Source: an optimization exercise on an open RTL-to-GDS flow (aim: small area, a short achievable clock period and few clock cycles per item). Production flows keep margins and buffers that such runs may drop.
Only simulation tests tie the RTL to the original design; equivalence was not proved.

==> flow/design.v (excerpt) <==
module rgba_source_over_blend (
  input  logic        clk,
  input  logic        rst,
  input  logic        s_tvalid,
  output logic        s_tready,
  input  logic [63:0] s_tdata,
  output logic        m_tvalid,
  input  logic        m_tready,
  output logic [31:0] m_tdata
);
==> flow/config.mk <==
export PLATFORM = sky130hd
export DESIGN_NAME = rgba_source_over_blend
export DESIGN_NICKNAME = rgba_source_over_blend
export VERILOG_FILES = /design/flow/design.v
export SDC_FILE = /design/flow/constraint.sdc
export NUM_CORES = 4
export LEC_CHECK = 0
export ABC_AREA = 1
export CAP_MARGIN = 0
export CORE_MARGIN = 2
export CORE_UTILIZATION = 40
export CTS_BUF_LIST = sky130_fd_sc_hd__clkbuf_4 sky130_fd_sc_hd__clkbuf_8
export PLACE_DENSITY = 0.75
export SLEW_MARGIN = 0
==> flow/constraint.sdc <==
create_clock -name core_clock -period 10.0 [get_ports {clk}]
set_input_delay 2.0000 -clock core_clock [delete_from_list [all_inputs] [get_ports {clk}]]
set_output_delay 2.0000 -clock core_clock [all_outputs]
set_load 0.01 [all_outputs]
standard.sh (not shown) runs the stock make flow with config.mk's settings and CLKGATE_MAP_FILE= SYNTH_SCRIPT=/design/flow/synth_recipe.tcl, a recipe that flattens the netlist after the stock synthesis.
==> flow/flow/run.sh <==
#!/bin/bash
# Standard synthesis and layout (the standard.sh); the only change is a
# larger setup slack margin for the resizer's timing repair, so that it keeps
# improving the worst paths past the 10 ns constraint. Clock period, I/O
# delays and loads stay as in constraint.sdc. One log per ORFS step.
set -euo pipefail
MARGIN=5.4
for t in synth floorplan place cts route finish; do
  bash standard.sh SETUP_SLACK_MARGIN=$MARGIN $t > flow_$t.log 2>&1
done
The starting point passed the timing, design-rule and antenna checks.
Testbench counts at the start, summed over its fixed seeds: cycles 12,056, items 12,000.
Next try:
==> flow/run.sh (new file) <==
#!/bin/bash
# synth_recipe.tcl (not shown) runs the flow's synth.tcl, then flattens the netlist and writes it again
# the make line also repeats each setting of config.mk as NAME=value (left out here)
make -C /OpenROAD-flow-scripts/flow DESIGN_CONFIG=/design/flow/config.mk WORK_HOME=/design/flow/orfs CLKGATE_MAP_FILE= SYNTH_SCRIPT=/design/flow/synth_recipe.tcl finish
--- a/flow/config.mk
+++ b/flow/config.mk
@@ -8,2 +8 @@
-export ABC_AREA = 1
-export CAP_MARGIN = 0
+export CAP_MARGIN = 20
@@ -12,3 +11,2 @@
-export CTS_BUF_LIST = sky130_fd_sc_hd__clkbuf_4 sky130_fd_sc_hd__clkbuf_8
-export PLACE_DENSITY = 0.75
-export SLEW_MARGIN = 0
+export SETUP_SLACK_MARGIN = 5
+export SLEW_MARGIN = 20
removed: flow/flow/run.sh
removed: flow/standard.sh
What happened: Wire length went down by 4.8%. Count of clock-buffer cells in the layout fell by 67. Final area rises by 2.7%. Via count drops by 14%. Utilization rose by 3.5 points. Register-to-register slack got worse by 0.85 ns. Cell count went down by 16%.
Next try:
--- a/flow/config.mk
+++ b/flow/config.mk
@@ -7,0 +8 @@
+export ABC_AREA = 1
=> Worst setup slack gets better by 0.58 ns. Via count rose by 11%. Die area rose by 4.8%. Global-route usage rose by 0.27 points. First-iteration DRC count rose by 5.7%. Routed wire length rose by 3.9%. Final area fell by 6.1%.
Next try:
--- a/flow/config.mk
+++ b/flow/config.mk
@@ -9 +9 @@
-export CAP_MARGIN = 20
+export CAP_MARGIN = 0
@@ -11,0 +12 @@
+export CTS_BUF_LIST = sky130_fd_sc_hd__clkbuf_4 sky130_fd_sc_hd__clkbuf_8
@@ -13 +14 @@
-export SLEW_MARGIN = 20
+export SLEW_MARGIN = 0
Effect: The changed run went through all stages and came out clean; final cell count is higher by 0.86%; final area is lower by 0.52%.
Next try:
--- a/flow/config.mk
+++ b/flow/config.mk
@@ -11 +11 @@
-export CORE_UTILIZATION = 40
+export CORE_UTILIZATION = 50
@@ -12,0 +13 @@
+export PLACE_DENSITY = 0.75
The changed run went through all stages and came out clean.
Maximum frequency is lower by 0.95%.
Die area fell by 20%.
Clock-buffer cell count shrinks by 4.
Next try:
--- a/flow/config.mk
+++ b/flow/config.mk
@@ -11 +11 @@
-export CORE_UTILIZATION = 50
+export CORE_UTILIZATION = 40
Effect:
- global-route usage drops by 5.1 points
- synthesized cell count stays the same
- critical path depth rises by 3
- core utilization came out lower by 11 points
- die area went up by about 25%
- design area rises by 1.3%
- routed wire length increases by 0.50%
- worst setup slack gets better by 0.10 ns
- via count barely changes

========
rgba_source_over_blend, a different RTL version from the one above (not shown whole).
Size in the first run: roughly 690 flip-flops, about 100 I/O pins, roughly 59000 sq um of cells after synthesis.
clock: 10.0 ns
lec_check: 0
abc_area: 1
cap_margin: 20
core_margin: 2
core_utilization: 40
slew_margin: 20
==> flow/flow/run.sh <==
#!/bin/bash
# Standard synthesis and layout (the standard.sh); the only change is a
# larger setup slack margin for the resizer's timing repair, so that it keeps
# improving the worst paths past the 10 ns constraint. Clock period, I/O
# delays and loads stay as in constraint.sdc. One log per ORFS step.
set -euo pipefail
MARGIN=5.6
for t in synth floorplan place cts route finish; do
  bash standard.sh SETUP_SLACK_MARGIN=$MARGIN $t > flow_$t.log 2>&1
done
The baseline ran to the end with no violations.
Testbench counts at the start, summed over its fixed seeds: cycles 12,056, items 12,000.
Then changed:
==> flow/run.sh (new file) <==
#!/bin/bash
# synth_recipe.tcl (not shown) runs the flow's synth.tcl, then flattens the netlist and writes it again
# the make line also repeats each setting of config.mk as NAME=value (left out here)
make -C /OpenROAD-flow-scripts/flow DESIGN_CONFIG=/design/flow/config.mk WORK_HOME=/design/flow/orfs CLKGATE_MAP_FILE= SYNTH_SCRIPT=/design/flow/synth_recipe.tcl finish
- SETUP_SLACK_MARGIN: not set -> 5
removed: flow/flow/run.sh
removed: flow/standard.sh
Result:
- die area is unchanged
- cell count came out lower by 3.6%
- cell area went down by 8.5%
- fmax falls by 7.8%
- setup slack loses 370 ps
- wire length came out lower by 7.0%
- core utilization is lower by 4.2 points

## separate check: timing with driven ports
Ports are ideal in the flow. The routed layouts listed here were re-timed in OpenROAD. Step 1, drivers: a clkbuf_16 drives clk and a buf_2 each remaining input, both assumed. Step 2 times the ports against the registers' clock, not the clock port: input delays grow and output delays shrink by t, the midpoint of the rising clock arrivals with the driver on. Slacks: no drivers / after step 1 / after step 2; pairs: no drivers / after step 1.
| run | shift t [ns] | setup slack, ns | hold WS [ns] | worst setup path at the end | latest minus earliest clock arrival (ns) |
|---|---|---|---|---|---|
| the first run of note 1 | 0.911 | 5.498 / 5.498 / 5.233 | 0.387 / 0.387 / 0.387 | input to register | 0.095 / 0.095 |
| the second run of note 1 | 0.750 | 4.653 / 4.653 / 4.491 | 0.407 / 0.407 / 0.407 | input to register | 0.046 / 0.046 |
| the third run of note 1 | 0.766 | 5.229 / 5.229 / 5.012 | 0.401 / 0.401 / 0.401 | input to register | 0.082 / 0.082 |
| the fourth run of note 1 | 0.917 | 5.204 / 5.204 / 5.023 | 0.387 / 0.387 / 0.387 | input to register | 0.102 / 0.103 |
| the fifth run of note 1 | 0.874 | 5.158 / 5.158 / 5.158 | 0.390 / 0.390 / 0.390 | register to register | 0.066 / 0.066 |
| the sixth run of note 1 | 0.907 | 5.261 / 5.261 / 5.224 | 0.383 / 0.383 / 0.383 | input to register | 0.091 / 0.091 |
| the first run of note 2 | 0.769 | 5.577 / 5.577 / 5.220 | 0.398 / 0.398 / 0.398 | input to register | 0.053 / 0.052 |
| the second run of note 2 | 0.760 | 5.204 / 5.204 / 5.204 | 0.393 / 0.393 / 0.393 | register to register | 0.084 / 0.084 |
After both steps every run listed still meets setup and hold. For the first run of note 2, which loses most, drivers alone change the setup slack by 0.000 ns; drivers and shift together by -0.357 ns.
